Background: an optimization exercise with open tools, aiming at small area, a short achievable clock period and few clock cycles per item. Do not read the settings as production practice.
Function was not checked in any run shown here: the RTL went through the layout flow alone.

$ cat design/flow/config.mk
export PLATFORM = sky130hd
export DESIGN_NAME = systolic_mm_top
export DESIGN_NICKNAME = systolic_mm_top
export VERILOG_FILES = /design/flow/design.v
export SDC_FILE = /design/flow/constraint.sdc
export NUM_CORES = 4
export LEC_CHECK = 0
export CAP_MARGIN = 20
export CORE_MARGIN = 2
export CORE_UTILIZATION = 40
export SLEW_MARGIN = 20
$ cat design/flow/constraint.sdc
create_clock -name core_clock -period 6.0 [get_ports {clk}]
set_input_delay 1.2000 -clock core_clock [delete_from_list [all_inputs] [get_ports {clk}]]
set_output_delay 1.2000 -clock core_clock [all_outputs]
set_load 0.01 [all_outputs]
$ cat design/flow/design.v
`timescale 1ns/1ps
module dot_s0 (
    input  logic [7:0] a0, a1, a2, a3,
    input  logic [7:0] b0, b1, b2, b3,
    output logic [47:0] co
);
    logic t0;
    logic t58;
    logic t116;
    logic t232;
    logic t174;
    logic t233;
    logic t1;
    logic t8;
    logic t59;
    logic t234;
    logic t66;
    logic t117;
    logic t124;
    logic t236;
    logic t377;
    logic t175;
    logic t182;
    logic t467;
    logic t468;
    logic t378;
    logic t235;
    logic t237;
    logic t2;
    logic t9;
    logic t16;
    logic t238;
    logic t379;
    logic t60;
    logic t67;
    logic t74;
    logic t240;
    logic t118;
    logic t125;
    logic t132;
    logic t242;
    logic t176;
    logic t183;
    logic t190;
    logic t244;
    logic t381;
    logic t469;
    logic t470;
    logic t380;
    logic t382;
    logic t239;
    logic t241;
    logic t243;
    logic t383;
    logic t471;
    logic t245;
    logic t3;
    logic t10;
    logic t17;
    logic t246;
    logic t24;
    logic t61;
    logic t68;
    logic t248;
    logic t385;
    logic t75;
    logic t82;
    logic t119;
    logic t250;
    logic t126;
    logic t133;
    logic t140;
    logic t252;
    logic t177;
    logic t184;
    logic t191;
    logic t254;
    logic t387;
    logic t198;
    logic t473;
    logic t528;
    logic t529;
    logic t472;
    logic t474;
    logic t384;
    logic t386;
    logic t388;
    logic t475;
    logic t530;
    logic t247;
    logic t249;
    logic t251;
    logic t389;
    logic t253;
    logic t255;
    logic t4;
    logic t11;
    logic t18;
    logic t256;
    logic t391;
    logic t25;
    logic t32;
    logic t62;
    logic t258;
    logic t69;
    logic t76;
    logic t83;
    logic t260;
    logic t90;
    logic t120;
    logic t127;
    logic t262;
    logic t393;
    logic t477;
    logic t134;
    logic t141;
    logic t148;
    logic t264;
    logic t178;
    logic t185;
    logic t192;
    logic t266;
    logic t199;
    logic t395;
    logic t206;
    logic t532;
    logic t531;
    logic t533;
    logic t476;
    logic t478;
    logic t390;
    logic t392;
    logic t394;
    logic t479;
    logic t534;
    logic t396;
    logic t257;
    logic t259;
    logic t261;
    logic t397;
    logic t263;
    logic t265;
    logic t267;
    logic t399;
    logic t481;
    logic t5;
    logic t12;
    logic t19;
    logic t268;
    logic t26;
    logic t33;
    logic t40;
    logic t270;
    logic t63;
    logic t70;
    logic t77;
    logic t272;
    logic t401;
    logic t84;
    logic t91;
    logic t98;
    logic t274;
    logic t121;
    logic t128;
    logic t135;
    logic t276;
    logic t142;
    logic t149;
    logic t156;
    logic t278;
    logic t403;
    logic t179;
    logic t186;
    logic t193;
    logic t280;
    logic t483;
    logic t200;
    logic t207;
    logic t214;
    logic t282;
    logic t536;
    logic t535;
    logic t537;
    logic t480;
    logic t482;
    logic t484;
    logic t538;
    logic t398;
    logic t400;
    logic t402;
    logic t485;
    logic t404;
    logic t269;
    logic t271;
    logic t273;
    logic t405;
    logic t275;
    logic t277;
    logic t279;
    logic t407;
    logic t487;
    logic t281;
    logic t283;
    logic t6;
    logic t13;
    logic t20;
    logic t284;
    logic t409;
    logic t27;
    logic t34;
    logic t41;
    logic t286;
    logic t47;
    logic t64;
    logic t71;
    logic t288;
    logic t78;
    logic t85;
    logic t92;
    logic t290;
    logic t411;
    logic t99;
    logic t105;
    logic t122;
    logic t292;
    logic t129;
    logic t136;
    logic t143;
    logic t294;
    logic t150;
    logic t157;
    logic t163;
    logic t296;
    logic t413;
    logic t489;
    logic t540;
    logic t180;
    logic t187;
    logic t194;
    logic t298;
    logic t201;
    logic t208;
    logic t215;
    logic t300;
    logic t221;
    logic t415;
    logic t539;
    logic t541;
    logic t486;
    logic t488;
    logic t490;
    logic t542;
    logic t406;
    logic t408;
    logic t410;
    logic t491;
    logic t412;
    logic t414;
    logic t416;
    logic t493;
    logic t285;
    logic t287;
    logic t289;
    logic t417;
    logic t291;
    logic t293;
    logic t295;
    logic t419;
    logic t297;
    logic t299;
    logic t301;
    logic t421;
    logic t495;
    logic t544;
    logic t7;
    logic t14;
    logic t21;
    logic t302;
    logic t28;
    logic t35;
    logic t42;
    logic t304;
    logic t48;
    logic t53;
    logic t65;
    logic t306;
    logic t423;
    logic t72;
    logic t79;
    logic t86;
    logic t308;
    logic t93;
    logic t100;
    logic t106;
    logic t310;
    logic t111;
    logic t123;
    logic t130;
    logic t312;
    logic t425;
    logic t137;
    logic t144;
    logic t151;
    logic t314;
    logic t158;
    logic t164;
    logic t169;
    logic t316;
    logic t181;
    logic t188;
    logic t195;
    logic t318;
    logic t427;
    logic t497;
    logic t202;
    logic t209;
    logic t216;
    logic t320;
    logic t222;
    logic t227;
    logic t322;
    logic t499;
    logic t543;
    logic t545;
    logic t492;
    logic t494;
    logic t496;
    logic t546;
    logic t498;
    logic t500;
    logic t418;
    logic t420;
    logic t422;
    logic t501;
    logic t548;
    logic t424;
    logic t426;
    logic t428;
    logic t503;
    logic t303;
    logic t305;
    logic t307;
    logic t429;
    logic t309;
    logic t311;
    logic t313;
    logic t431;
    logic t315;
    logic t317;
    logic t319;
    logic t433;
    logic t505;
    logic t321;
    logic t323;
    logic t15;
    logic t22;
    logic t29;
    logic t324;
    logic t435;
    logic t36;
    logic t43;
    logic t49;
    logic t326;
    logic t54;
    logic t73;
    logic t80;
    logic t328;
    logic t87;
    logic t94;
    logic t101;
    logic t330;
    logic t437;
    logic t107;
    logic t112;
    logic t131;
    logic t332;
    logic t138;
    logic t145;
    logic t152;
    logic t334;
    logic t159;
    logic t165;
    logic t170;
    logic t336;
    logic t439;
    logic t507;
    logic t550;
    logic t189;
    logic t196;
    logic t203;
    logic t338;
    logic t210;
    logic t217;
    logic t223;
    logic t340;
    logic t228;
    logic t441;
    logic t547;
    logic t549;
    logic t551;
    logic t502;
    logic t504;
    logic t506;
    logic t552;
    logic t508;
    logic t430;
    logic t432;
    logic t434;
    logic t509;
    logic t436;
    logic t438;
    logic t440;
    logic t511;
    logic t554;
    logic t442;
    logic t325;
    logic t327;
    logic t329;
    logic t443;
    logic t331;
    logic t333;
    logic t335;
    logic t445;
    logic t513;
    logic t337;
    logic t339;
    logic t341;
    logic t447;
    logic t23;
    logic t30;
    logic t37;
    logic t342;
    logic t44;
    logic t50;
    logic t55;
    logic t344;
    logic t81;
    logic t88;
    logic t95;
    logic t346;
    logic t449;
    logic t102;
    logic t108;
    logic t113;
    logic t348;
    logic t139;
    logic t146;
    logic t153;
    logic t350;
    logic t160;
    logic t166;
    logic t171;
    logic t352;
    logic t451;
    logic t515;
    logic t197;
    logic t204;
    logic t211;
    logic t354;
    logic t218;
    logic t224;
    logic t229;
    logic t356;
    logic t517;
    logic t556;
    logic t553;
    logic t555;
    logic t557;
    logic t510;
    logic t512;
    logic t514;
    logic t558;
    logic t516;
    logic t518;
    logic t444;
    logic t446;
    logic t448;
    logic t519;
    logic t560;
    logic t450;
    logic t452;
    logic t343;
    logic t345;
    logic t347;
    logic t453;
    logic t521;
    logic t349;
    logic t351;
    logic t353;
    logic t455;
    logic t355;
    logic t357;
    logic t31;
    logic t38;
    logic t45;
    logic t358;
    logic t457;
    logic t51;
    logic t56;
    logic t89;
    logic t360;
    logic t96;
    logic t103;
    logic t109;
    logic t362;
    logic t114;
    logic t147;
    logic t154;
    logic t364;
    logic t459;
    logic t523;
    logic t161;
    logic t167;
    logic t172;
    logic t366;
    logic t205;
    logic t212;
    logic t219;
    logic t368;
    logic t225;
    logic t230;
    logic t370;
    logic t461;
    logic t562;
    logic t559;
    logic t561;
    logic t563;
    logic t520;
    logic t522;
    logic t524;
    logic t564;
    logic t454;
    logic t456;
    logic t458;
    logic t525;
    logic t460;
    logic t462;
    logic t359;
    logic t361;
    logic t363;
    logic t463;
    logic t526;
    logic t365;
    logic t367;
    logic t369;
    logic t464;
    logic t371;
    logic t39;
    logic t46;
    logic t52;
    logic t372;
    logic t57;
    logic t97;
    logic t104;
    logic t373;
    logic t465;
    logic t110;
    logic t115;
    logic t155;
    logic t374;
    logic t162;
    logic t168;
    logic t173;
    logic t375;
    logic t213;
    logic t220;
    logic t226;
    logic t376;
    logic t466;
    logic t527;
    logic t565;
    logic t231;
    assign t0 = a0[0] & b0[0];
    assign t58 = a1[0] & b1[0];
    assign t116 = a2[0] & b2[0];
    assign t232 = t0 ^ t58 ^ t116;
    assign t174 = a3[0] & b3[0];
    assign t233 = (t0 & t58) | (t0 & t116) | (t58 & t116);
    assign t1 = a0[0] & b0[1];
    assign t8 = a0[1] & b0[0];
    assign t59 = a1[0] & b1[1];
    assign t234 = t1 ^ t8 ^ t59;
    assign t66 = a1[1] & b1[0];
    assign t117 = a2[0] & b2[1];
    assign t124 = a2[1] & b2[0];
    assign t236 = t66 ^ t117 ^ t124;
    assign t377 = t233 ^ t234 ^ t236;
    assign t175 = a3[0] & b3[1];
    assign t182 = a3[1] & b3[0];
    assign t467 = t377 ^ t175 ^ t182;
    assign t468 = (t377 & t175) | (t377 & t182) | (t175 & t182);
    assign t378 = (t233 & t234) | (t233 & t236) | (t234 & t236);
    assign t235 = (t1 & t8) | (t1 & t59) | (t8 & t59);
    assign t237 = (t66 & t117) | (t66 & t124) | (t117 & t124);
    assign t2 = a0[0] & b0[2];
    assign t9 = a0[1] & b0[1];
    assign t16 = a0[2] & b0[0];
    assign t238 = t2 ^ t9 ^ t16;
    assign t379 = t235 ^ t237 ^ t238;
    assign t60 = a1[0] & b1[2];
    assign t67 = a1[1] & b1[1];
    assign t74 = a1[2] & b1[0];
    assign t240 = t60 ^ t67 ^ t74;
    assign t118 = a2[0] & b2[2];
    assign t125 = a2[1] & b2[1];
    assign t132 = a2[2] & b2[0];
    assign t242 = t118 ^ t125 ^ t132;
    assign t176 = a3[0] & b3[2];
    assign t183 = a3[1] & b3[1];
    assign t190 = a3[2] & b3[0];
    assign t244 = t176 ^ t183 ^ t190;
    assign t381 = t240 ^ t242 ^ t244;
    assign t469 = t378 ^ t379 ^ t381;
    assign t470 = (t378 & t379) | (t378 & t381) | (t379 & t381);
    assign t380 = (t235 & t237) | (t235 & t238) | (t237 & t238);
    assign t382 = (t240 & t242) | (t240 & t244) | (t242 & t244);
    assign t239 = (t2 & t9) | (t2 & t16) | (t9 & t16);
    assign t241 = (t60 & t67) | (t60 & t74) | (t67 & t74);
    assign t243 = (t118 & t125) | (t118 & t132) | (t125 & t132);
    assign t383 = t239 ^ t241 ^ t243;
    assign t471 = t380 ^ t382 ^ t383;
    assign t245 = (t176 & t183) | (t176 & t190) | (t183 & t190);
    assign t3 = a0[0] & b0[3];
    assign t10 = a0[1] & b0[2];
    assign t17 = a0[2] & b0[1];
    assign t246 = t3 ^ t10 ^ t17;
    assign t24 = a0[3] & b0[0];
    assign t61 = a1[0] & b1[3];
    assign t68 = a1[1] & b1[2];
    assign t248 = t24 ^ t61 ^ t68;
    assign t385 = t245 ^ t246 ^ t248;
    assign t75 = a1[2] & b1[1];
    assign t82 = a1[3] & b1[0];
    assign t119 = a2[0] & b2[3];
    assign t250 = t75 ^ t82 ^ t119;
    assign t126 = a2[1] & b2[2];
    assign t133 = a2[2] & b2[1];
    assign t140 = a2[3] & b2[0];
    assign t252 = t126 ^ t133 ^ t140;
    assign t177 = a3[0] & b3[3];
    assign t184 = a3[1] & b3[2];
    assign t191 = a3[2] & b3[1];
    assign t254 = t177 ^ t184 ^ t191;
    assign t387 = t250 ^ t252 ^ t254;
    assign t198 = a3[3] & b3[0];
    assign t473 = t385 ^ t387 ^ t198;
    assign t528 = t470 ^ t471 ^ t473;
    assign t529 = (t470 & t471) | (t470 & t473) | (t471 & t473);
    assign t472 = (t380 & t382) | (t380 & t383) | (t382 & t383);
    assign t474 = (t385 & t387) | (t385 & t198) | (t387 & t198);
    assign t384 = (t239 & t241) | (t239 & t243) | (t241 & t243);
    assign t386 = (t245 & t246) | (t245 & t248) | (t246 & t248);
    assign t388 = (t250 & t252) | (t250 & t254) | (t252 & t254);
    assign t475 = t384 ^ t386 ^ t388;
    assign t530 = t472 ^ t474 ^ t475;
    assign t247 = (t3 & t10) | (t3 & t17) | (t10 & t17);
    assign t249 = (t24 & t61) | (t24 & t68) | (t61 & t68);
    assign t251 = (t75 & t82) | (t75 & t119) | (t82 & t119);
    assign t389 = t247 ^ t249 ^ t251;
    assign t253 = (t126 & t133) | (t126 & t140) | (t133 & t140);
    assign t255 = (t177 & t184) | (t177 & t191) | (t184 & t191);
    assign t4 = a0[0] & b0[4];
    assign t11 = a0[1] & b0[3];
    assign t18 = a0[2] & b0[2];
    assign t256 = t4 ^ t11 ^ t18;
    assign t391 = t253 ^ t255 ^ t256;
    assign t25 = a0[3] & b0[1];
    assign t32 = a0[4] & b0[0];
    assign t62 = a1[0] & b1[4];
    assign t258 = t25 ^ t32 ^ t62;
    assign t69 = a1[1] & b1[3];
    assign t76 = a1[2] & b1[2];
    assign t83 = a1[3] & b1[1];
    assign t260 = t69 ^ t76 ^ t83;
    assign t90 = a1[4] & b1[0];
    assign t120 = a2[0] & b2[4];
    assign t127 = a2[1] & b2[3];
    assign t262 = t90 ^ t120 ^ t127;
    assign t393 = t258 ^ t260 ^ t262;
    assign t477 = t389 ^ t391 ^ t393;
    assign t134 = a2[2] & b2[2];
    assign t141 = a2[3] & b2[1];
    assign t148 = a2[4] & b2[0];
    assign t264 = t134 ^ t141 ^ t148;
    assign t178 = a3[0] & b3[4];
    assign t185 = a3[1] & b3[3];
    assign t192 = a3[2] & b3[2];
    assign t266 = t178 ^ t185 ^ t192;
    assign t199 = a3[3] & b3[1];
    assign t395 = t264 ^ t266 ^ t199;
    assign t206 = a3[4] & b3[0];
    assign t532 = t477 ^ t395 ^ t206;
    assign t531 = (t472 & t474) | (t472 & t475) | (t474 & t475);
    assign t533 = (t477 & t395) | (t477 & t206) | (t395 & t206);
    assign t476 = (t384 & t386) | (t384 & t388) | (t386 & t388);
    assign t478 = (t389 & t391) | (t389 & t393) | (t391 & t393);
    assign t390 = (t247 & t249) | (t247 & t251) | (t249 & t251);
    assign t392 = (t253 & t255) | (t253 & t256) | (t255 & t256);
    assign t394 = (t258 & t260) | (t258 & t262) | (t260 & t262);
    assign t479 = t390 ^ t392 ^ t394;
    assign t534 = t476 ^ t478 ^ t479;
    assign t396 = (t264 & t266) | (t264 & t199) | (t266 & t199);
    assign t257 = (t4 & t11) | (t4 & t18) | (t11 & t18);
    assign t259 = (t25 & t32) | (t25 & t62) | (t32 & t62);
    assign t261 = (t69 & t76) | (t69 & t83) | (t76 & t83);
    assign t397 = t257 ^ t259 ^ t261;
    assign t263 = (t90 & t120) | (t90 & t127) | (t120 & t127);
    assign t265 = (t134 & t141) | (t134 & t148) | (t141 & t148);
    assign t267 = (t178 & t185) | (t178 & t192) | (t185 & t192);
    assign t399 = t263 ^ t265 ^ t267;
    assign t481 = t396 ^ t397 ^ t399;
    assign t5 = a0[0] & b0[5];
    assign t12 = a0[1] & b0[4];
    assign t19 = a0[2] & b0[3];
    assign t268 = t5 ^ t12 ^ t19;
    assign t26 = a0[3] & b0[2];
    assign t33 = a0[4] & b0[1];
    assign t40 = a0[5] & b0[0];
    assign t270 = t26 ^ t33 ^ t40;
    assign t63 = a1[0] & b1[5];
    assign t70 = a1[1] & b1[4];
    assign t77 = a1[2] & b1[3];
    assign t272 = t63 ^ t70 ^ t77;
    assign t401 = t268 ^ t270 ^ t272;
    assign t84 = a1[3] & b1[2];
    assign t91 = a1[4] & b1[1];
    assign t98 = a1[5] & b1[0];
    assign t274 = t84 ^ t91 ^ t98;
    assign t121 = a2[0] & b2[5];
    assign t128 = a2[1] & b2[4];
    assign t135 = a2[2] & b2[3];
    assign t276 = t121 ^ t128 ^ t135;
    assign t142 = a2[3] & b2[2];
    assign t149 = a2[4] & b2[1];
    assign t156 = a2[5] & b2[0];
    assign t278 = t142 ^ t149 ^ t156;
    assign t403 = t274 ^ t276 ^ t278;
    assign t179 = a3[0] & b3[5];
    assign t186 = a3[1] & b3[4];
    assign t193 = a3[2] & b3[3];
    assign t280 = t179 ^ t186 ^ t193;
    assign t483 = t401 ^ t403 ^ t280;
    assign t200 = a3[3] & b3[2];
    assign t207 = a3[4] & b3[1];
    assign t214 = a3[5] & b3[0];
    assign t282 = t200 ^ t207 ^ t214;
    assign t536 = t481 ^ t483 ^ t282;
    assign t535 = (t476 & t478) | (t476 & t479) | (t478 & t479);
    assign t537 = (t481 & t483) | (t481 & t282) | (t483 & t282);
    assign t480 = (t390 & t392) | (t390 & t394) | (t392 & t394);
    assign t482 = (t396 & t397) | (t396 & t399) | (t397 & t399);
    assign t484 = (t401 & t403) | (t401 & t280) | (t403 & t280);
    assign t538 = t480 ^ t482 ^ t484;
    assign t398 = (t257 & t259) | (t257 & t261) | (t259 & t261);
    assign t400 = (t263 & t265) | (t263 & t267) | (t265 & t267);
    assign t402 = (t268 & t270) | (t268 & t272) | (t270 & t272);
    assign t485 = t398 ^ t400 ^ t402;
    assign t404 = (t274 & t276) | (t274 & t278) | (t276 & t278);
    assign t269 = (t5 & t12) | (t5 & t19) | (t12 & t19);
    assign t271 = (t26 & t33) | (t26 & t40) | (t33 & t40);
    assign t273 = (t63 & t70) | (t63 & t77) | (t70 & t77);
    assign t405 = t269 ^ t271 ^ t273;
    assign t275 = (t84 & t91) | (t84 & t98) | (t91 & t98);
    assign t277 = (t121 & t128) | (t121 & t135) | (t128 & t135);
    assign t279 = (t142 & t149) | (t142 & t156) | (t149 & t156);
    assign t407 = t275 ^ t277 ^ t279;
    assign t487 = t404 ^ t405 ^ t407;
    assign t281 = (t179 & t186) | (t179 & t193) | (t186 & t193);
    assign t283 = (t200 & t207) | (t200 & t214) | (t207 & t214);
    assign t6 = a0[0] & b0[6];
    assign t13 = a0[1] & b0[5];
    assign t20 = a0[2] & b0[4];
    assign t284 = t6 ^ t13 ^ t20;
    assign t409 = t281 ^ t283 ^ t284;
    assign t27 = a0[3] & b0[3];
    assign t34 = a0[4] & b0[2];
    assign t41 = a0[5] & b0[1];
    assign t286 = t27 ^ t34 ^ t41;
    assign t47 = a0[6] & b0[0];
    assign t64 = a1[0] & b1[6];
    assign t71 = a1[1] & b1[5];
    assign t288 = t47 ^ t64 ^ t71;
    assign t78 = a1[2] & b1[4];
    assign t85 = a1[3] & b1[3];
    assign t92 = a1[4] & b1[2];
    assign t290 = t78 ^ t85 ^ t92;
    assign t411 = t286 ^ t288 ^ t290;
    assign t99 = a1[5] & b1[1];
    assign t105 = a1[6] & b1[0];
    assign t122 = a2[0] & b2[6];
    assign t292 = t99 ^ t105 ^ t122;
    assign t129 = a2[1] & b2[5];
    assign t136 = a2[2] & b2[4];
    assign t143 = a2[3] & b2[3];
    assign t294 = t129 ^ t136 ^ t143;
    assign t150 = a2[4] & b2[2];
    assign t157 = a2[5] & b2[1];
    assign t163 = a2[6] & b2[0];
    assign t296 = t150 ^ t157 ^ t163;
    assign t413 = t292 ^ t294 ^ t296;
    assign t489 = t409 ^ t411 ^ t413;
    assign t540 = t485 ^ t487 ^ t489;
    assign t180 = a3[0] & b3[6];
    assign t187 = a3[1] & b3[5];
    assign t194 = a3[2] & b3[4];
    assign t298 = t180 ^ t187 ^ t194;
    assign t201 = a3[3] & b3[3];
    assign t208 = a3[4] & b3[2];
    assign t215 = a3[5] & b3[1];
    assign t300 = t201 ^ t208 ^ t215;
    assign t221 = a3[6] & b3[0];
    assign t415 = t298 ^ t300 ^ t221;
    assign t539 = (t480 & t482) | (t480 & t484) | (t482 & t484);
    assign t541 = (t485 & t487) | (t485 & t489) | (t487 & t489);
    assign t486 = (t398 & t400) | (t398 & t402) | (t400 & t402);
    assign t488 = (t404 & t405) | (t404 & t407) | (t405 & t407);
    assign t490 = (t409 & t411) | (t409 & t413) | (t411 & t413);
    assign t542 = t486 ^ t488 ^ t490;
    assign t406 = (t269 & t271) | (t269 & t273) | (t271 & t273);
    assign t408 = (t275 & t277) | (t275 & t279) | (t277 & t279);
    assign t410 = (t281 & t283) | (t281 & t284) | (t283 & t284);
    assign t491 = t406 ^ t408 ^ t410;
    assign t412 = (t286 & t288) | (t286 & t290) | (t288 & t290);
    assign t414 = (t292 & t294) | (t292 & t296) | (t294 & t296);
    assign t416 = (t298 & t300) | (t298 & t221) | (t300 & t221);
    assign t493 = t412 ^ t414 ^ t416;
    assign t285 = (t6 & t13) | (t6 & t20) | (t13 & t20);
    assign t287 = (t27 & t34) | (t27 & t41) | (t34 & t41);
    assign t289 = (t47 & t64) | (t47 & t71) | (t64 & t71);
    assign t417 = t285 ^ t287 ^ t289;
    assign t291 = (t78 & t85) | (t78 & t92) | (t85 & t92);
    assign t293 = (t99 & t105) | (t99 & t122) | (t105 & t122);
    assign t295 = (t129 & t136) | (t129 & t143) | (t136 & t143);
    assign t419 = t291 ^ t293 ^ t295;
    assign t297 = (t150 & t157) | (t150 & t163) | (t157 & t163);
    assign t299 = (t180 & t187) | (t180 & t194) | (t187 & t194);
    assign t301 = (t201 & t208) | (t201 & t215) | (t208 & t215);
    assign t421 = t297 ^ t299 ^ t301;
    assign t495 = t417 ^ t419 ^ t421;
    assign t544 = t491 ^ t493 ^ t495;
    assign t7 = ~(a0[0] & b0[7]);
    assign t14 = a0[1] & b0[6];
    assign t21 = a0[2] & b0[5];
    assign t302 = t7 ^ t14 ^ t21;
    assign t28 = a0[3] & b0[4];
    assign t35 = a0[4] & b0[3];
    assign t42 = a0[5] & b0[2];
    assign t304 = t28 ^ t35 ^ t42;
    assign t48 = a0[6] & b0[1];
    assign t53 = ~(a0[7] & b0[0]);
    assign t65 = ~(a1[0] & b1[7]);
    assign t306 = t48 ^ t53 ^ t65;
    assign t423 = t302 ^ t304 ^ t306;
    assign t72 = a1[1] & b1[6];
    assign t79 = a1[2] & b1[5];
    assign t86 = a1[3] & b1[4];
    assign t308 = t72 ^ t79 ^ t86;
    assign t93 = a1[4] & b1[3];
    assign t100 = a1[5] & b1[2];
    assign t106 = a1[6] & b1[1];
    assign t310 = t93 ^ t100 ^ t106;
    assign t111 = ~(a1[7] & b1[0]);
    assign t123 = ~(a2[0] & b2[7]);
    assign t130 = a2[1] & b2[6];
    assign t312 = t111 ^ t123 ^ t130;
    assign t425 = t308 ^ t310 ^ t312;
    assign t137 = a2[2] & b2[5];
    assign t144 = a2[3] & b2[4];
    assign t151 = a2[4] & b2[3];
    assign t314 = t137 ^ t144 ^ t151;
    assign t158 = a2[5] & b2[2];
    assign t164 = a2[6] & b2[1];
    assign t169 = ~(a2[7] & b2[0]);
    assign t316 = t158 ^ t164 ^ t169;
    assign t181 = ~(a3[0] & b3[7]);
    assign t188 = a3[1] & b3[6];
    assign t195 = a3[2] & b3[5];
    assign t318 = t181 ^ t188 ^ t195;
    assign t427 = t314 ^ t316 ^ t318;
    assign t497 = t423 ^ t425 ^ t427;
    assign t202 = a3[3] & b3[4];
    assign t209 = a3[4] & b3[3];
    assign t216 = a3[5] & b3[2];
    assign t320 = t202 ^ t209 ^ t216;
    assign t222 = a3[6] & b3[1];
    assign t227 = ~(a3[7] & b3[0]);
    assign t322 = t222 ^ t227;
    assign t499 = t320 ^ t322;
    assign t543 = (t486 & t488) | (t486 & t490) | (t488 & t490);
    assign t545 = (t491 & t493) | (t491 & t495) | (t493 & t495);
    assign t492 = (t406 & t408) | (t406 & t410) | (t408 & t410);
    assign t494 = (t412 & t414) | (t412 & t416) | (t414 & t416);
    assign t496 = (t417 & t419) | (t417 & t421) | (t419 & t421);
    assign t546 = t492 ^ t494 ^ t496;
    assign t498 = (t423 & t425) | (t423 & t427) | (t425 & t427);
    assign t500 = t320 & t322;
    assign t418 = (t285 & t287) | (t285 & t289) | (t287 & t289);
    assign t420 = (t291 & t293) | (t291 & t295) | (t293 & t295);
    assign t422 = (t297 & t299) | (t297 & t301) | (t299 & t301);
    assign t501 = t418 ^ t420 ^ t422;
    assign t548 = t498 ^ t500 ^ t501;
    assign t424 = (t302 & t304) | (t302 & t306) | (t304 & t306);
    assign t426 = (t308 & t310) | (t308 & t312) | (t310 & t312);
    assign t428 = (t314 & t316) | (t314 & t318) | (t316 & t318);
    assign t503 = t424 ^ t426 ^ t428;
    assign t303 = (t7 & t14) | (t7 & t21) | (t14 & t21);
    assign t305 = (t28 & t35) | (t28 & t42) | (t35 & t42);
    assign t307 = (t48 & t53) | (t48 & t65) | (t53 & t65);
    assign t429 = t303 ^ t305 ^ t307;
    assign t309 = (t72 & t79) | (t72 & t86) | (t79 & t86);
    assign t311 = (t93 & t100) | (t93 & t106) | (t100 & t106);
    assign t313 = (t111 & t123) | (t111 & t130) | (t123 & t130);
    assign t431 = t309 ^ t311 ^ t313;
    assign t315 = (t137 & t144) | (t137 & t151) | (t144 & t151);
    assign t317 = (t158 & t164) | (t158 & t169) | (t164 & t169);
    assign t319 = (t181 & t188) | (t181 & t195) | (t188 & t195);
    assign t433 = t315 ^ t317 ^ t319;
    assign t505 = t429 ^ t431 ^ t433;
    assign t321 = (t202 & t209) | (t202 & t216) | (t209 & t216);
    assign t323 = t222 & t227;
    assign t15 = ~(a0[1] & b0[7]);
    assign t22 = a0[2] & b0[6];
    assign t29 = a0[3] & b0[5];
    assign t324 = t15 ^ t22 ^ t29;
    assign t435 = t321 ^ t323 ^ t324;
    assign t36 = a0[4] & b0[4];
    assign t43 = a0[5] & b0[3];
    assign t49 = a0[6] & b0[2];
    assign t326 = t36 ^ t43 ^ t49;
    assign t54 = ~(a0[7] & b0[1]);
    assign t73 = ~(a1[1] & b1[7]);
    assign t80 = a1[2] & b1[6];
    assign t328 = t54 ^ t73 ^ t80;
    assign t87 = a1[3] & b1[5];
    assign t94 = a1[4] & b1[4];
    assign t101 = a1[5] & b1[3];
    assign t330 = t87 ^ t94 ^ t101;
    assign t437 = t326 ^ t328 ^ t330;
    assign t107 = a1[6] & b1[2];
    assign t112 = ~(a1[7] & b1[1]);
    assign t131 = ~(a2[1] & b2[7]);
    assign t332 = t107 ^ t112 ^ t131;
    assign t138 = a2[2] & b2[6];
    assign t145 = a2[3] & b2[5];
    assign t152 = a2[4] & b2[4];
    assign t334 = t138 ^ t145 ^ t152;
    assign t159 = a2[5] & b2[3];
    assign t165 = a2[6] & b2[2];
    assign t170 = ~(a2[7] & b2[1]);
    assign t336 = t159 ^ t165 ^ t170;
    assign t439 = t332 ^ t334 ^ t336;
    assign t507 = t435 ^ t437 ^ t439;
    assign t550 = t503 ^ t505 ^ t507;
    assign t189 = ~(a3[1] & b3[7]);
    assign t196 = a3[2] & b3[6];
    assign t203 = a3[3] & b3[5];
    assign t338 = t189 ^ t196 ^ t203;
    assign t210 = a3[4] & b3[4];
    assign t217 = a3[5] & b3[3];
    assign t223 = a3[6] & b3[2];
    assign t340 = t210 ^ t217 ^ t223;
    assign t228 = ~(a3[7] & b3[1]);
    assign t441 = t338 ^ t340 ^ t228;
    assign t547 = (t492 & t494) | (t492 & t496) | (t494 & t496);
    assign t549 = (t498 & t500) | (t498 & t501) | (t500 & t501);
    assign t551 = (t503 & t505) | (t503 & t507) | (t505 & t507);
    assign t502 = (t418 & t420) | (t418 & t422) | (t420 & t422);
    assign t504 = (t424 & t426) | (t424 & t428) | (t426 & t428);
    assign t506 = (t429 & t431) | (t429 & t433) | (t431 & t433);
    assign t552 = t502 ^ t504 ^ t506;
    assign t508 = (t435 & t437) | (t435 & t439) | (t437 & t439);
    assign t430 = (t303 & t305) | (t303 & t307) | (t305 & t307);
    assign t432 = (t309 & t311) | (t309 & t313) | (t311 & t313);
    assign t434 = (t315 & t317) | (t315 & t319) | (t317 & t319);
    assign t509 = t430 ^ t432 ^ t434;
    assign t436 = (t321 & t323) | (t321 & t324) | (t323 & t324);
    assign t438 = (t326 & t328) | (t326 & t330) | (t328 & t330);
    assign t440 = (t332 & t334) | (t332 & t336) | (t334 & t336);
    assign t511 = t436 ^ t438 ^ t440;
    assign t554 = t508 ^ t509 ^ t511;
    assign t442 = (t338 & t340) | (t338 & t228) | (t340 & t228);
    assign t325 = (t15 & t22) | (t15 & t29) | (t22 & t29);
    assign t327 = (t36 & t43) | (t36 & t49) | (t43 & t49);
    assign t329 = (t54 & t73) | (t54 & t80) | (t73 & t80);
    assign t443 = t325 ^ t327 ^ t329;
    assign t331 = (t87 & t94) | (t87 & t101) | (t94 & t101);
    assign t333 = (t107 & t112) | (t107 & t131) | (t112 & t131);
    assign t335 = (t138 & t145) | (t138 & t152) | (t145 & t152);
    assign t445 = t331 ^ t333 ^ t335;
    assign t513 = t442 ^ t443 ^ t445;
    assign t337 = (t159 & t165) | (t159 & t170) | (t165 & t170);
    assign t339 = (t189 & t196) | (t189 & t203) | (t196 & t203);
    assign t341 = (t210 & t217) | (t210 & t223) | (t217 & t223);
    assign t447 = t337 ^ t339 ^ t341;
    assign t23 = ~(a0[2] & b0[7]);
    assign t30 = a0[3] & b0[6];
    assign t37 = a0[4] & b0[5];
    assign t342 = t23 ^ t30 ^ t37;
    assign t44 = a0[5] & b0[4];
    assign t50 = a0[6] & b0[3];
    assign t55 = ~(a0[7] & b0[2]);
    assign t344 = t44 ^ t50 ^ t55;
    assign t81 = ~(a1[2] & b1[7]);
    assign t88 = a1[3] & b1[6];
    assign t95 = a1[4] & b1[5];
    assign t346 = t81 ^ t88 ^ t95;
    assign t449 = t342 ^ t344 ^ t346;
    assign t102 = a1[5] & b1[4];
    assign t108 = a1[6] & b1[3];
    assign t113 = ~(a1[7] & b1[2]);
    assign t348 = t102 ^ t108 ^ t113;
    assign t139 = ~(a2[2] & b2[7]);
    assign t146 = a2[3] & b2[6];
    assign t153 = a2[4] & b2[5];
    assign t350 = t139 ^ t146 ^ t153;
    assign t160 = a2[5] & b2[4];
    assign t166 = a2[6] & b2[3];
    assign t171 = ~(a2[7] & b2[2]);
    assign t352 = t160 ^ t166 ^ t171;
    assign t451 = t348 ^ t350 ^ t352;
    assign t515 = t447 ^ t449 ^ t451;
    assign t197 = ~(a3[2] & b3[7]);
    assign t204 = a3[3] & b3[6];
    assign t211 = a3[4] & b3[5];
    assign t354 = t197 ^ t204 ^ t211;
    assign t218 = a3[5] & b3[4];
    assign t224 = a3[6] & b3[3];
    assign t229 = ~(a3[7] & b3[2]);
    assign t356 = t218 ^ t224 ^ t229;
    assign t517 = t354 ^ t356;
    assign t556 = t513 ^ t515 ^ t517;
    assign t553 = (t502 & t504) | (t502 & t506) | (t504 & t506);
    assign t555 = (t508 & t509) | (t508 & t511) | (t509 & t511);
    assign t557 = (t513 & t515) | (t513 & t517) | (t515 & t517);
    assign t510 = (t430 & t432) | (t430 & t434) | (t432 & t434);
    assign t512 = (t436 & t438) | (t436 & t440) | (t438 & t440);
    assign t514 = (t442 & t443) | (t442 & t445) | (t443 & t445);
    assign t558 = t510 ^ t512 ^ t514;
    assign t516 = (t447 & t449) | (t447 & t451) | (t449 & t451);
    assign t518 = t354 & t356;
    assign t444 = (t325 & t327) | (t325 & t329) | (t327 & t329);
    assign t446 = (t331 & t333) | (t331 & t335) | (t333 & t335);
    assign t448 = (t337 & t339) | (t337 & t341) | (t339 & t341);
    assign t519 = t444 ^ t446 ^ t448;
    assign t560 = t516 ^ t518 ^ t519;
    assign t450 = (t342 & t344) | (t342 & t346) | (t344 & t346);
    assign t452 = (t348 & t350) | (t348 & t352) | (t350 & t352);
    assign t343 = (t23 & t30) | (t23 & t37) | (t30 & t37);
    assign t345 = (t44 & t50) | (t44 & t55) | (t50 & t55);
    assign t347 = (t81 & t88) | (t81 & t95) | (t88 & t95);
    assign t453 = t343 ^ t345 ^ t347;
    assign t521 = t450 ^ t452 ^ t453;
    assign t349 = (t102 & t108) | (t102 & t113) | (t108 & t113);
    assign t351 = (t139 & t146) | (t139 & t153) | (t146 & t153);
    assign t353 = (t160 & t166) | (t160 & t171) | (t166 & t171);
    assign t455 = t349 ^ t351 ^ t353;
    assign t355 = (t197 & t204) | (t197 & t211) | (t204 & t211);
    assign t357 = (t218 & t224) | (t218 & t229) | (t224 & t229);
    assign t31 = ~(a0[3] & b0[7]);
    assign t38 = a0[4] & b0[6];
    assign t45 = a0[5] & b0[5];
    assign t358 = t31 ^ t38 ^ t45;
    assign t457 = t355 ^ t357 ^ t358;
    assign t51 = a0[6] & b0[4];
    assign t56 = ~(a0[7] & b0[3]);
    assign t89 = ~(a1[3] & b1[7]);
    assign t360 = t51 ^ t56 ^ t89;
    assign t96 = a1[4] & b1[6];
    assign t103 = a1[5] & b1[5];
    assign t109 = a1[6] & b1[4];
    assign t362 = t96 ^ t103 ^ t109;
    assign t114 = ~(a1[7] & b1[3]);
    assign t147 = ~(a2[3] & b2[7]);
    assign t154 = a2[4] & b2[6];
    assign t364 = t114 ^ t147 ^ t154;
    assign t459 = t360 ^ t362 ^ t364;
    assign t523 = t455 ^ t457 ^ t459;
    assign t161 = a2[5] & b2[5];
    assign t167 = a2[6] & b2[4];
    assign t172 = ~(a2[7] & b2[3]);
    assign t366 = t161 ^ t167 ^ t172;
    assign t205 = ~(a3[3] & b3[7]);
    assign t212 = a3[4] & b3[6];
    assign t219 = a3[5] & b3[5];
    assign t368 = t205 ^ t212 ^ t219;
    assign t225 = a3[6] & b3[4];
    assign t230 = ~(a3[7] & b3[3]);
    assign t370 = t225 ^ t230 ^ 1'b1;
    assign t461 = t366 ^ t368 ^ t370;
    assign t562 = t521 ^ t523 ^ t461;
    assign t559 = (t510 & t512) | (t510 & t514) | (t512 & t514);
    assign t561 = (t516 & t518) | (t516 & t519) | (t518 & t519);
    assign t563 = (t521 & t523) | (t521 & t461) | (t523 & t461);
    assign t520 = (t444 & t446) | (t444 & t448) | (t446 & t448);
    assign t522 = (t450 & t452) | (t450 & t453) | (t452 & t453);
    assign t524 = (t455 & t457) | (t455 & t459) | (t457 & t459);
    assign t564 = t520 ^ t522 ^ t524;
    assign t454 = (t343 & t345) | (t343 & t347) | (t345 & t347);
    assign t456 = (t349 & t351) | (t349 & t353) | (t351 & t353);
    assign t458 = (t355 & t357) | (t355 & t358) | (t357 & t358);
    assign t525 = t454 ^ t456 ^ t458;
    assign t460 = (t360 & t362) | (t360 & t364) | (t362 & t364);
    assign t462 = (t366 & t368) | (t366 & t370) | (t368 & t370);
    assign t359 = (t31 & t38) | (t31 & t45) | (t38 & t45);
    assign t361 = (t51 & t56) | (t51 & t89) | (t56 & t89);
    assign t363 = (t96 & t103) | (t96 & t109) | (t103 & t109);
    assign t463 = t359 ^ t361 ^ t363;
    assign t526 = t460 ^ t462 ^ t463;
    assign t365 = (t114 & t147) | (t114 & t154) | (t147 & t154);
    assign t367 = (t161 & t167) | (t161 & t172) | (t167 & t172);
    assign t369 = (t205 & t212) | (t205 & t219) | (t212 & t219);
    assign t464 = t365 ^ t367 ^ t369;
    assign t371 = (t225 & t230) | (t225 & 1'b1) | (t230 & 1'b1);
    assign t39 = ~(a0[4] & b0[7]);
    assign t46 = a0[5] & b0[6];
    assign t52 = a0[6] & b0[5];
    assign t372 = t39 ^ t46 ^ t52;
    assign t57 = ~(a0[7] & b0[4]);
    assign t97 = ~(a1[4] & b1[7]);
    assign t104 = a1[5] & b1[6];
    assign t373 = t57 ^ t97 ^ t104;
    assign t465 = t371 ^ t372 ^ t373;
    assign t110 = a1[6] & b1[5];
    assign t115 = ~(a1[7] & b1[4]);
    assign t155 = ~(a2[4] & b2[7]);
    assign t374 = t110 ^ t115 ^ t155;
    assign t162 = a2[5] & b2[6];
    assign t168 = a2[6] & b2[5];
    assign t173 = ~(a2[7] & b2[4]);
    assign t375 = t162 ^ t168 ^ t173;
    assign t213 = ~(a3[4] & b3[7]);
    assign t220 = a3[5] & b3[6];
    assign t226 = a3[6] & b3[5];
    assign t376 = t213 ^ t220 ^ t226;
    assign t466 = t374 ^ t375 ^ t376;
    assign t527 = t464 ^ t465 ^ t466;
    assign t565 = t525 ^ t526 ^ t527;
    assign t231 = ~(a3[7] & b3[4]);
    assign co[0] = t232;
    assign co[1] = t174;
    assign co[2] = t467;
    assign co[3] = t468;
    assign co[4] = t469;
    assign co[5] = t528;
    assign co[6] = t529;
    assign co[7] = t530;
    assign co[8] = t532;
    assign co[9] = t531;
    assign co[10] = t533;
    assign co[11] = t534;
    assign co[12] = t536;
    assign co[13] = t535;
    assign co[14] = t537;
    assign co[15] = t538;
    assign co[16] = t540;
    assign co[17] = t415;
    assign co[18] = t539;
    assign co[19] = t541;
    assign co[20] = t542;
    assign co[21] = t544;
    assign co[22] = t497;
    assign co[23] = t499;
    assign co[24] = t543;
    assign co[25] = t545;
    assign co[26] = t546;
    assign co[27] = t548;
    assign co[28] = t550;
    assign co[29] = t441;
    assign co[30] = t547;
    assign co[31] = t549;
    assign co[32] = t551;
    assign co[33] = t552;
    assign co[34] = t554;
    assign co[35] = t556;
    assign co[36] = t553;
    assign co[37] = t555;
    assign co[38] = t557;
    assign co[39] = t558;
    assign co[40] = t560;
    assign co[41] = t562;
    assign co[42] = t559;
    assign co[43] = t561;
    assign co[44] = t563;
    assign co[45] = t564;
    assign co[46] = t565;
    assign co[47] = t231;
endmodule
module dot_s1 (
    input  logic [47:0] ci,
    output logic [7:0] res
);
    logic t603;
    logic t604;
    logic t605;
    logic t606;
    logic t566;
    logic t567;
    logic t568;
    logic t590;
    logic t591;
    logic t569;
    logic t570;
    logic t592;
    logic t607;
    logic t608;
    logic t593;
    logic t571;
    logic t572;
    logic t574;
    logic t594;
    logic t609;
    logic t610;
    logic t595;
    logic t573;
    logic t575;
    logic t576;
    logic t596;
    logic t578;
    logic t611;
    logic t612;
    logic t597;
    logic t577;
    logic t579;
    logic t580;
    logic t598;
    logic t582;
    logic t613;
    logic t614;
    logic t599;
    logic t581;
    logic t583;
    logic t584;
    logic t600;
    logic t586;
    logic t615;
    logic t616;
    logic t601;
    logic t585;
    logic t587;
    logic t588;
    logic t602;
    logic t589;
    logic t617;
    assign t603 = ci[0] ^ ci[1];
    assign t604 = ci[0] & ci[1];
    assign t605 = ci[3] ^ ci[4];
    assign t606 = ci[3] & ci[4];
    assign t566 = ci[6] ^ ci[7] ^ ci[8];
    assign t567 = (ci[6] & ci[7]) | (ci[6] & ci[8]) | (ci[7] & ci[8]);
    assign t568 = ci[9] ^ ci[10] ^ ci[11];
    assign t590 = t567 ^ t568 ^ ci[12];
    assign t591 = (t567 & t568) | (t567 & ci[12]) | (t568 & ci[12]);
    assign t569 = (ci[9] & ci[10]) | (ci[9] & ci[11]) | (ci[10] & ci[11]);
    assign t570 = ci[13] ^ ci[14] ^ ci[15];
    assign t592 = t569 ^ t570 ^ ci[16];
    assign t607 = t591 ^ t592 ^ ci[17];
    assign t608 = (t591 & t592) | (t591 & ci[17]) | (t592 & ci[17]);
    assign t593 = (t569 & t570) | (t569 & ci[16]) | (t570 & ci[16]);
    assign t571 = (ci[13] & ci[14]) | (ci[13] & ci[15]) | (ci[14] & ci[15]);
    assign t572 = ci[18] ^ ci[19] ^ ci[20];
    assign t574 = ci[21] ^ ci[22] ^ ci[23];
    assign t594 = t571 ^ t572 ^ t574;
    assign t609 = t593 ^ t594;
    assign t610 = t593 & t594;
    assign t595 = (t571 & t572) | (t571 & t574) | (t572 & t574);
    assign t573 = (ci[18] & ci[19]) | (ci[18] & ci[20]) | (ci[19] & ci[20]);
    assign t575 = (ci[21] & ci[22]) | (ci[21] & ci[23]) | (ci[22] & ci[23]);
    assign t576 = ci[24] ^ ci[25] ^ ci[26];
    assign t596 = t573 ^ t575 ^ t576;
    assign t578 = ci[27] ^ ci[28] ^ ci[29];
    assign t611 = t595 ^ t596 ^ t578;
    assign t612 = (t595 & t596) | (t595 & t578) | (t596 & t578);
    assign t597 = (t573 & t575) | (t573 & t576) | (t575 & t576);
    assign t577 = (ci[24] & ci[25]) | (ci[24] & ci[26]) | (ci[25] & ci[26]);
    assign t579 = (ci[27] & ci[28]) | (ci[27] & ci[29]) | (ci[28] & ci[29]);
    assign t580 = ci[30] ^ ci[31] ^ ci[32];
    assign t598 = t577 ^ t579 ^ t580;
    assign t582 = ci[33] ^ ci[34] ^ ci[35];
    assign t613 = t597 ^ t598 ^ t582;
    assign t614 = (t597 & t598) | (t597 & t582) | (t598 & t582);
    assign t599 = (t577 & t579) | (t577 & t580) | (t579 & t580);
    assign t581 = (ci[30] & ci[31]) | (ci[30] & ci[32]) | (ci[31] & ci[32]);
    assign t583 = (ci[33] & ci[34]) | (ci[33] & ci[35]) | (ci[34] & ci[35]);
    assign t584 = ci[36] ^ ci[37] ^ ci[38];
    assign t600 = t581 ^ t583 ^ t584;
    assign t586 = ci[39] ^ ci[40] ^ ci[41];
    assign t615 = t599 ^ t600 ^ t586;
    assign t616 = (t599 & t600) | (t599 & t586) | (t600 & t586);
    assign t601 = (t581 & t583) | (t581 & t584) | (t583 & t584);
    assign t585 = (ci[36] & ci[37]) | (ci[36] & ci[38]) | (ci[37] & ci[38]);
    assign t587 = (ci[39] & ci[40]) | (ci[39] & ci[41]) | (ci[40] & ci[41]);
    assign t588 = ci[42] ^ ci[43] ^ ci[44];
    assign t602 = t585 ^ t587 ^ t588;
    assign t589 = ci[45] ^ ci[46] ^ ci[47];
    assign t617 = t601 ^ t602 ^ t589;
    logic [11:0] r0, r1, s;
    assign r0 = {t616, t614, t612, t610, t608, t607, t590, t566, t606, t605, t604, t603};
    assign r1 = {t617, t615, t613, t611, t609, 1'b0, 1'b0, 1'b0, ci[5], 1'b0, ci[2], 1'b0};
    assign s = r0 + r1;
    assign res = s[11:4];
endmodule
`timescale 1ns/1ps
module systolic_mm_top (
    input  logic                  clk,
    input  logic                  rst,
    input  logic                  in_valid,
    input  logic [8-1:0] in_data,
    output logic                  out_valid,
    output logic [8-1:0] out_data,
    output logic                  busy,
    output logic                  done
);
    localparam int LAT = 2;
    logic       acc_en;   
    logic [4:0] cnt;      
    logic       cv;       
    logic [3:0] n;        
    logic       take;
    logic       vq;       
    logic [4:0] iq;       
    logic       rot;
    logic [1:0] rowsel;
    logic [LAT-1:0] vp;   
    logic [LAT-1:0] lp;   
    logic [LAT:0] lpx;    
    assign take = in_valid && acc_en;
    assign lpx  = {lp, cv && n == 4'd15};
    assign rot  = cv && (n[3:2] != 2'd0 || n[1:0] == 2'd3);
    always_ff @(posedge clk or negedge rst) begin
        if (!rst) begin
            acc_en <= 1'b1;
            cnt    <= '0;
            cv     <= 1'b0;
            n      <= '0;
            vq     <= 1'b0;
            iq     <= '0;
            vp     <= '0;
            lp     <= '0;
            busy   <= 1'b0;
        end else begin
            vq <= take;
            iq <= cnt;
            if (take) begin
                cnt <= cnt + 5'd1;
                if (cnt == 5'd31) acc_en <= 1'b0;
            end
            if (lpx[LAT-1]) acc_en <= 1'b1;  
            if (take && cnt[4:2] == 3'b111) begin
                cv <= 1'b1;
                n  <= {2'b00, cnt[1:0]};
            end else if (rot && n != 4'd15) begin
                cv <= 1'b1;
                n  <= n + 4'd1;
            end else begin
                cv <= 1'b0;
            end
            vp <= LAT'({vp, cv});
            lp <= lpx[LAT-1:0];
            if (take && cnt == 5'd0) busy <= 1'b1;
            else if (done)           busy <= 1'b0;
        end
    end
    assign out_valid = vp[LAT-1];
    assign done      = lp[LAT-1];
    logic [7:0] a_mem [16];
    logic [7:0] bq    [16];
    always_ff @(posedge clk) begin
        if (vq && !iq[4]) a_mem[iq[3:0]] <= bq[0];
    end
    always_ff @(posedge clk) begin
        bq[0] <= rot ? bq[3] : in_data;
        if (rot) begin
            for (int r = 0; r < 4; r++) begin
                bq[4*r+1] <= bq[4*r];
                bq[4*r+2] <= bq[4*r+1];
                bq[4*r+3] <= bq[4*r+2];
            end
            bq[4]  <= bq[7];
            bq[8]  <= bq[11];
            bq[12] <= bq[15];
        end else if (vq && iq[4]) begin
            for (int p = 1; p < 16; p++) bq[p] <= bq[p-1];
        end
    end
    assign rowsel = cv ? (n[3:2] + {1'b0, n[1:0] == 2'd3}) : 2'd0;
    logic [7:0] ta [4];
    logic [7:0] tb [4];
    logic [7:0] res;
    always_ff @(posedge clk) begin
        for (int k = 0; k < 4; k++) ta[k] <= a_mem[{rowsel, 2'(k)}];
    end
    always_comb begin
        for (int k = 0; k < 4; k++) tb[k] = bq[12 - 4*k];
    end
    logic [47:0] c0_d, c0_q;
    dot_s0 u_s0 (.a0(ta[0]), .a1(ta[1]), .a2(ta[2]), .a3(ta[3]), .b0(tb[0]), .b1(tb[1]), .b2(tb[2]), .b3(tb[3]), .co(c0_d));
    always_ff @(posedge clk) c0_q <= c0_d;
    dot_s1 u_s1 (.ci(c0_q), .res(res));
    always_ff @(posedge clk) out_data <= res;
endmodule
$ cat design/flow/run.sh
#!/bin/bash
# synth_recipe.tcl (not shown) runs the flow's synth.tcl, then flattens the netlist and writes it again
# the make line also repeats each setting of config.mk as NAME=value (left out here)
make -C /OpenROAD-flow-scripts/flow DESIGN_CONFIG=/design/flow/config.mk WORK_HOME=/design/flow/orfs CLKGATE_MAP_FILE= SYNTH_SCRIPT=/design/flow/synth_recipe.tcl finish
==> impl_metrics.csv, run 1 <==
group,metric,value,unit
global_routing,grt_usage,16.4,%
setup_path,critical_path_required,6.42,ns
floorplan,start_util,40.5,%
setup_path,crit_slowest_cell,"dfxtp_1",
placed_design,dpl_worst_slack,2.44,ns
cells_and_area,final_cells,1835,
logic_synthesis,synth_edf_count,248,
cells_and_area,mostFrequentLayoutCells,"edfxtp_1 (248), fa_1 (177), inv_1 (176), nand2_1 (144), and2_1 (96)",
setup_path,r2r_cells,6,
floorplan,core,43100,sq um
min_path,hp-class,"reg2reg",
sta,period_share,55.6,%
clock_network,ctsResizeCount,0,
outcome,status,"complete, no violations",
route,antenna_left,0,
route,drt_iter0_markers,714,
global_routing,antenna_found_initial,0,
min_path,min_from,"vp[0]",
setup_path,cpMostUsedCell,"fa_1",
clock_network,hold_buffers,0,
logic_synthesis,synth_nets,1368,
logic_synthesis,synth_top_flop_cell,"edfxtp_1",
route,avgViaCountPerCell,4.75,
sta,max_freq,0.300,GHz
logic_synthesis,avgSynthCellArea,15.0,sq um
route,wl_per_cell,18.9,um
clock_network,clock_latency,0.55,ns
clock_network,cts_tree,"yes",
clock_network,cts_setup_buffers,0,
logic_synthesis,ys_ff_latch,366,
sta,skew,0.0202,ns
placed_design,place_inst,1768,
sta,worst_slack,2.67,ns
logic_synthesis,synthDistinctLibCells,43,
setup_path,cp_slowest_stage_delay,0.94,ns
setup_path,critPathKind,"reg2reg",
cells_and_area,final_common_cell,"edfxtp_1",
sta,slew-limit-headroom,35.5,%
global_routing,grt_pass1_wl,55.0,mm
setup_path,crit_chain,"nand2_1, fa_1, inv_1, fa_1, fa_1, fa_1",
route,firstDrtPassIters,5,
cells_and_area,antenna_cells,0,
logic_synthesis,synth_area,17400,sq um
setup_path,cp_max_fo,23,
placed_design,hpwl,24.1,mm
global_routing,grt_overflow,0,
clock_network,clk_pin_slew,0.06,ns
setup_path,worst-endpoint-arrival,3.75,ns
sta,hold_viol_final,0,
clock_network,clockBufferDepth,3,
floorplan,ioPinCount,22,
placed_design,port_buffers,21,
min_path,worstHoldPathCells,0,
floorplan,fp.dieW,213,um
sta,final-setup-viol-count,0,
floorplan,dieArea,45300,sq um
route,routed_wl,34.6,mm
setup_path,reg2reg_to,"c0_q[35]",
clock_network,root_buffer,"clkbuf_16",
logic_synthesis,yosys_warnings,7,
placed_design,gp_congestion,0.803,
logic_synthesis,yosysSeqAreaShare,56.9,%
clock_network,clock-sinks,366,
sta,period_minus_slack,3.33,ns
clock_network,cts.htree.levels,2,
floorplan,num_rows,76,
setup_path,r2r_slack,2.67,ns
logic_synthesis,synth-async-reset-ratio,6.01,%
logic_synthesis,syn_inst,1164,
cells_and_area,fin_util,45.7,%
cells_and_area,drive_gt1_share,11.8,%
cells_and_area,syn_to_final_growth,12.9,%
global_routing,grt_max_degree,88,
sta,tightest_slew,0.964,ns
cells_and_area,nets,1427,
flow_run,maxCapViolations,0,
global_routing,grt_pass1_vias,9548,
floorplan,die_h,213,um
setup_path,worstReg2RegStart,"bq[0][6]",
sta,drv_slew,0,
setup_path,end_kind,"flip-flop",
route,route.detailed.drc,0,
sta,fin_setup_tns,0,ns
route,vias,8719,
min_path,holdPathEnd,"vp[1]",
clock_network,cts_buffers,38,
sta,rsz0062_at_grt,"false",
setup_path,start_kind,"flip-flop",
[cell usage after synthesis (5+ instances only)]
cell | number | area [sq um]
and2_1 | 96 | 601
edfxtp_1 | 248 | 7450
nor2_1 | 16 | 60.1
xor2_1 | 9 | 78.8
mux4_2 | 32 | 721
dfxtp_1 | 96 | 1920
nand2_1 | 147 | 552
nand3_1 | 5 | 25.0
fa_1 | 177 | 3540
ha_1 | 16 | 200
inv_1 | 176 | 661
dfrtp_1 | 21 | 526
xnor2_1 | 36 | 315
mux2_2 | 33 | 372
[stage by stage]
stage | instance area [sq um] | hold slack (ns)
final | 19700 | 0.350
after global routing | 19700 | 0.368
after CTS | 19700 | 0.353
after detailed placement | 18400 | 0.340
after global placement | 18400 | 0.337
after floorplan | 17400 | 0.331
[per-layer routing]
metal	routed length, um	global-route usage, %	up-vias
li1	-	-	3908
met1	15100	21.9	4571
met2	17300	28.0	197
met3	1550	2.69	43
met4	692	4.32	0
met5	0	0	-
[flip-flops by register name, indices dropped and copies added, names as in the netlist]
register and cells:
acc_en 1, cv 1, iq 5, busy 1, vp 2, cnt 5
vq 1, ta 32, n 4, a_mem 128, lp 2, c0_q 48
bq 128, out_data 8
[area by class of cell]
type                       instances  area (sq um)
clock buffer                      51          1020
clock inverter                    16           244
fill                            3798         23400
inverter                         176           661
multi-input combinational        610          6830
sequential                       366          9920
tap                              585           732
timing repair buffer              31           280
[logic make-up after synthesis]
group,synth area share (%)
AOI/OAI and AO/OA,0.538
adders and majority gates,21.5
muxes,6.32
xor gates and xnor gates,2.67
buffers and inverters,4.13
and+or+nand+nor,7.99
DFF,56.9
[worst max-delay path, delay by kind of cell (launching register included)]
kind          cells  cell delay, ns
fa+ha+maj         4            2.00
buf+inv           1            0.06
flops             1            0.94
simple gates      1            0.19
[worst max-delay path by stage]
stage,startpoint,end,slack [ns],cells past startpoint
after global routing,bq[0][6],c0_q[35],2.48,6
after floorplan,n[0],bq[10][0],1.65,5
after detailed placement,n[0],bq[9][7],2.44,5
after global placement,n[0],bq[5][7],2.52,5
final,bq[0][6],c0_q[35],2.67,6
after CTS,n[0],bq[5][6],2.44,5
==> inputs of run 2 (changes only) <==
--- a/design/flow/config.mk
+++ b/design/flow/config.mk
@@ -10,2 +10,3 @@
 export CORE_UTILIZATION = 40
+export SETUP_SLACK_MARGIN = 2.8
 export SLEW_MARGIN = 20
==> impl_metrics.csv, run 2 <==
group,metric,value,unit
logic_synthesis,synth_top_flop_cell,"edfxtp_1",
logic_synthesis,syn_inst,1164,
route,vias,8785,
floorplan,die_h,213,um
route,wl_per_cell,19.0,um
cells_and_area,fillerInstances,3814,
sta,fin_setup_tns,0,ns
logic_synthesis,ys_ff_latch,366,
sta,hold_ws,0.350,ns
route,route.detailed.drc,0,
sta,tightest_slew,0.892,ns
route,antenna_left,0,
cells_and_area,mostFrequentLayoutCells,"edfxtp_1 (248), fa_1 (177), inv_1 (176), nand2_1 (144), and2_1 (96)",
floorplan,ioPinCount,22,
sta,max_freq,0.323,GHz
route,routed_wl,35.2,mm
placed_design,hpwl,24.5,mm
min_path,hp-class,"reg2reg",
route,drt_iter0_markers,656,
cells_and_area,antenna_cells,0,
logic_synthesis,synth_nets,1368,
logic_synthesis,yosysSeqAreaShare,56.9,%
cells_and_area,syn_to_final_growth,13.6,%
sta,slew-limit-headroom,40.2,%
logic_synthesis,synthDistinctLibCells,43,
global_routing,grt_usage,16.8,%
route,avgViaCountPerCell,4.74,
sta,hold_viol_final,0,
floorplan,core,43100,sq um
clock_network,clk_pin_slew,0.06,ns
logic_synthesis,yosys_warnings,7,
clock_network,clockBufferDepth,3,
clock_network,clock_latency,0.55,ns
logic_synthesis,synth_common_cells,"edfxtp_1 (248), fa_1 (177), inv_1 (176)",
setup_path,start_kind,"flip-flop",
setup_path,worst-endpoint-arrival,3.50,ns
sta,final-setup-viol-count,0,
sta,period_share,51.6,%
sta,skew,0.0123,ns
logic_synthesis,synth_edf_count,248,
clock_network,root_buffer,"clkbuf_16",
cells_and_area,drive_gt1_share,12.7,%
global_routing,antenna_found_initial,0,
global_routing,grt_overflow,0,
cells_and_area,seqCellArea,9920,sq um
setup_path,end_kind,"flip-flop",
floorplan,fp.dieW,213,um
logic_synthesis,synth_area_leaders,"edfxtp_1 (43%), fa_1 (20%), dfxtp_1 (11%), mux4_2 (4.1%), inv_1 (3.8%)",
flow_run,maxCapViolations,0,
route,firstDrtPassIters,5,
logic_synthesis,synth_top_area_share,42.7,%
clock_network,cts_tree,"yes",
floorplan,num_rows,76,
logic_synthesis,synth_area,17400,sq um
global_routing,grt_pass1_vias,9504,
placed_design,gp_congestion,0.813,
setup_path,cp_max_fo,9,
setup_path,critPathKind,"reg2reg",
setup_path,critical_path_required,6.40,ns
logic_synthesis,yosysMostFrequentCell,"edfxtp_1",
clock_network,clock-sinks,366,
sta,rsz0062_at_grt,"true",
clock_network,cts.htree.levels,2,
sta,period_minus_slack,3.10,ns
clock_network,cts_buffers,39,
cells_and_area,final_common_cell,"edfxtp_1",
logic_synthesis,avgSynthCellArea,15.0,sq um
floorplan,dieArea,45300,sq um
cells_and_area,multi_input_area,6830,sq um
outcome,status,"complete, no violations",
placed_design,port_buffers,21,
logic_synthesis,yosysTopAreaCell,"edfxtp_1",
logic_synthesis,synth-async-reset-ratio,6.01,%
global_routing,grt_pass1_wl,55.8,mm
floorplan,start_util,40.5,%
sta,drv_slew,0,
cells_and_area,nets,1442,
global_routing,grt_max_degree,69,
-- run 2: cell counts after synthesis --
No cell type changed its count.
-- run 2: through the flow --
step | utilization (%) | setup slack [ns] | instance area, sq um | cells
after detailed placement | 42.8 | 2.53 | 18400 | 1770
after global routing | 46.0 | 2.78 | 19800 | 1853
final | 46.0 | 2.90 | 19800 | 1853
after CTS | 45.8 | 2.85 | 19700 | 1841
after floorplan | - | 2.86 | 17400 | 1164
after global placement | 42.8 | 2.62 | 18400 | 1770
-- run 2: worst paths after layout --
path / slack (ns) / cells after the start / from / endpoint
worst max-delay path: 2.90 / 7 / bq[8][3] / c0_q[32]
worst min-delay path: 0.35 / 0 / vp[0] / vp[1]
worst max register to register: 2.90 / 7 / bq[8][3] / c0_q[32]
worst min register to register: 0.35 / 0 / vp[0] / vp[1]
max in group asynchronous: 5.03 / 1 / rst / acc_en
min in group asynchronous: 0.62 / 1 / rst / cnt[4]
-- run 2: metal layers --
metal | vias to the layer above | part of all wire [%] | GRT usage, %
li1 | 3941 | - | -
met1 | 4585 | 44 | 22.9
met2 | 207 | 49 | 27.8
met3 | 52 | 4.8 | 2.68
met4 | 0 | 2.5 | 4.80
met5 | - | 0 | 0
-- run 2: final cells by class --
class                      count  share of cell area, %
clock inverter                17                   1.02
clock buffer                  54                   5.41
tap                          585                   3.70
sequential                   366                   50.1
inverter                     176                   3.34
timing repair buffer          45                   1.95
multi-input combinational    610                   34.5
-- run 2: timing repair --
item,CTS,global route
gates resized for setup,2,1
hold endpoints to repair,0,0
buffers inserted,0,12
hold buffers,0,0
setup endpoints to repair,77,60
pin swaps,0,0
-- run 2: logic make-up (layout without fill, tap and decap cells) --
family	count (synthesis)	after routing	synth area share, %
compound gates	14	14	0.538
xor+xnor	49	49	2.67
fa+ha+maj	193	193	21.5
buf+inv	188	292	4.13
flops	366	366	56.9
mux	66	66	6.32
simple gates	288	288	7.99
-- run 2: critical path, stage by stage (launching register included) --
cell	delay [ns]
edfxtp_1	0.59
and2_1	0.28
fa_1	0.46
fa_1	0.57
inv_1	0.08
fa_1	0.50
inv_1	0.05
fa_1	0.43
==> inputs of run 3 (changes only) <==
--- a/design/flow/config.mk
+++ b/design/flow/config.mk
@@ -10,3 +10,3 @@
 export CORE_UTILIZATION = 40
-export SETUP_SLACK_MARGIN = 2.8
+export SETUP_SLACK_MARGIN = 3.4
 export SLEW_MARGIN = 20
==> impl_metrics.csv, run 3 <==
group,metric,value,unit
floorplan,ioPinCount,22,
placed_design,gp_congestion,0.826,
outcome,status,"complete, no violations",
route,routed_wl,37.5,mm
flow_run,maxCapViolations,0,
sta,slew-limit-headroom,39.5,%
sta,rsz0062_at_grt,"true",
setup_path,critical_path_required,6.47,ns
placed_design,port_buffers,21,
logic_synthesis,synth_top_flop_cell,"edfxtp_1",
clock_network,hold_buffers,0,
clock_network,clock_latency,0.54,ns
sta,drv_slew,0,
clock_network,clock-sinks,366,
route,wl_per_cell,19.6,um
route,firstDrtPassIters,5,
cells_and_area,antenna_cells,0,
sta,hold_ws,0.346,ns
floorplan,die_h,213,um
setup_path,critPathKind,"reg2reg",
global_routing,grt_overflow,0,
clock_network,clockBufferDepth,3,
logic_synthesis,syn_inst,1164,
route,route.detailed.drc,0,
min_path,hp-class,"reg2reg",
cells_and_area,final_common_cell,"edfxtp_1",
clock_network,root_buffer,"clkbuf_16",
route,drt_iter0_markers,753,
route,avgViaCountPerCell,4.80,
global_routing,grt_usage,17.9,%
logic_synthesis,yosysSeqAreaShare,56.9,%
setup_path,cp_max_fo,4,
setup_path,start_kind,"flip-flop",
sta,max_freq,0.332,GHz
logic_synthesis,yosysTopAreaCell,"edfxtp_1",
cells_and_area,nets,1507,
logic_synthesis,synth_nets,1368,
sta,skew,0.0189,ns
logic_synthesis,synth_edf_count,248,
logic_synthesis,yosysMostFrequentCell,"edfxtp_1",
floorplan,fp.dieW,213,um
logic_synthesis,ys_ff_latch,366,
cells_and_area,drive_gt1_share,32.9,%
logic_synthesis,synth_top_area_share,42.7,%
setup_path,end_kind,"flip-flop",
sta,final-setup-viol-count,0,
floorplan,start_util,40.5,%
clock_network,clk_pin_slew,0.06,ns
cells_and_area,mostFrequentLayoutCells,"edfxtp_1 (248), inv_1 (134), nand2_1 (127), fa_1 (110), fa_2 (67)",
sta,period_share,50.1,%
logic_synthesis,synth_area_leaders,"edfxtp_1 (43%), fa_1 (20%), dfxtp_1 (11%), mux4_2 (4.1%), inv_1 (3.8%)",
clock_network,cts_tree,"yes",
floorplan,num_rows,76,
global_routing,grt_pass1_vias,10200,
floorplan,dieArea,45300,sq um
logic_synthesis,synthDistinctLibCells,43,
sta,fin_setup_tns,0,ns
cells_and_area,syn_to_final_growth,20.3,%
global_routing,antenna_found_initial,2,
sta,hold_viol_final,0,
logic_synthesis,synth-async-reset-ratio,6.01,%
clock_network,cts.htree.levels,2,
global_routing,grt_pass1_wl,59.2,mm
placed_design,hpwl,24.2,mm
sta,tightest_slew,0.902,ns
route,antenna_left,0,
logic_synthesis,synth_common_cells,"edfxtp_1 (248), fa_1 (177), inv_1 (176)",
logic_synthesis,avgSynthCellArea,15.0,sq um
logic_synthesis,yosys_warnings,7,
floorplan,core,43100,sq um
route,vias,9198,
sta,period_minus_slack,3.01,ns
setup_path,worst-endpoint-arrival,3.48,ns
logic_synthesis,synth_area,17400,sq um
global_routing,grt_max_degree,45,
clock_network,cts_buffers,39,
-- run 3: cell counts after synthesis --
No cell type changed its count.
-- run 3: cells by family after synthesis --
logic type               count (synthesis)  share of synthesized area (%)
XOR/XNOR                                49                           2.67
AO/OA/AOI/OAI                           14                          0.538
buffers and inverters                  188                           4.13
multiplexers                            66                           6.32
adder cells (fa/ha/maj)                193                           21.5
AND/OR/NAND/NOR                        288                           7.99
flip-flops                             366                           56.9
-- run 3: path summary, 6_finish.rpt --
kind                               start       end  slack [ns]  depth (start not counted)
max in group asynchronous            rst    acc_en        5.03                          1
worst min-delay path               vp[0]     vp[1]        0.35                          0
worst max-delay path            bq[4][2]  c0_q[35]        2.99                          7
worst max register to register  bq[4][2]  c0_q[35]        2.99                          7
min in group asynchronous            rst    cnt[1]        0.62                          1
worst min register to register     vp[0]     vp[1]        0.35                          0
-- run 3: worst max-delay path, stage by stage (launching register included) --
cell	delay (ns)
edfxtp_1	0.52
buf_6	0.20
and2_4	0.14
fa_1	0.51
fa_2	0.47
fa_1	0.54
inv_2	0.05
fa_2	0.51
-- run 3: final cells by class --
cell class / count / area, sq um
sequential: 366 / 9990
tap: 585 / 732
fill: 3691 / 22100
timing repair buffer: 109 / 1040
clock buffer: 49 / 1040
inverter: 176 / 661
multi-input combinational: 611 / 7290
clock inverter: 22 / 216
-- run 3: through the flow --
step	setup WS, ns	instance area [sq um]	utilization [%]	std cells
global placement	2.58	18500	43.0	1763
detailed placement	2.53	18500	43.0	1763
CTS	3.00	20800	48.3	1910
floorplan	3.21	17600	-	1164
finish	2.99	21000	48.7	1918
global route	2.93	21000	48.7	1918
-- run 3: repair_timing --
item                                   CTS  global route
resized for setup                      157            56
buffers inserted                        75             8
setup endpoints to repair              169            47
endpoints found under the hold margin    0             0
pin swaps                               68            44
cloned                                   1             0
-- run 3: metal layers --
metal  GRT usage [%]  part of all wire, %
met1            23.7                   43
met2            30.3                   49
met3            2.71                  4.8
met4            5.98                  3.2
met5               0                    0

## static timing again, ports no longer ideal
The results above use ideal ports. As a check the final layouts listed here were re-extracted and re-timed, cells and wires unchanged. Step 1 (the two cells are an assumption about what drives the block):
set clk [get_ports {clk}]
set_driving_cell -lib_cell sky130_fd_sc_hd__clkbuf_16 $clk
set_driving_cell -lib_cell sky130_fd_sc_hd__buf_2 [delete_from_list [all_inputs] $clk]
Step 2 moves the port delays by t, midway between the first and last clock arrival at a register: inputs arrive t later, outputs are due t later. That takes back most of the time a late clock gives input paths. a / b / c = no drivers / after step 1 / after step 2; a / b = the first two.
| run | t (ns) | setup WS [ns] | worst hold slack (ns) | worst setup path at the end | worst register clock-pin slew, ns |
|---|---|---|---|---|---|
| run 1 | 0.589 | 2.666 / 2.666 / 2.666 | 0.350 / 0.350 / 0.350 | register to register | 0.06 / 0.06 |
| run 2 | 0.593 | 2.901 / 2.901 / 2.901 | 0.350 / 0.350 / 0.350 | register to register | 0.07 / 0.07 |
| run 3 | 0.579 | 2.992 / 2.992 / 2.992 | 0.346 / 0.346 / 0.346 | register to register | 0.06 / 0.06 |
After both steps setup and hold are still met in every run listed.
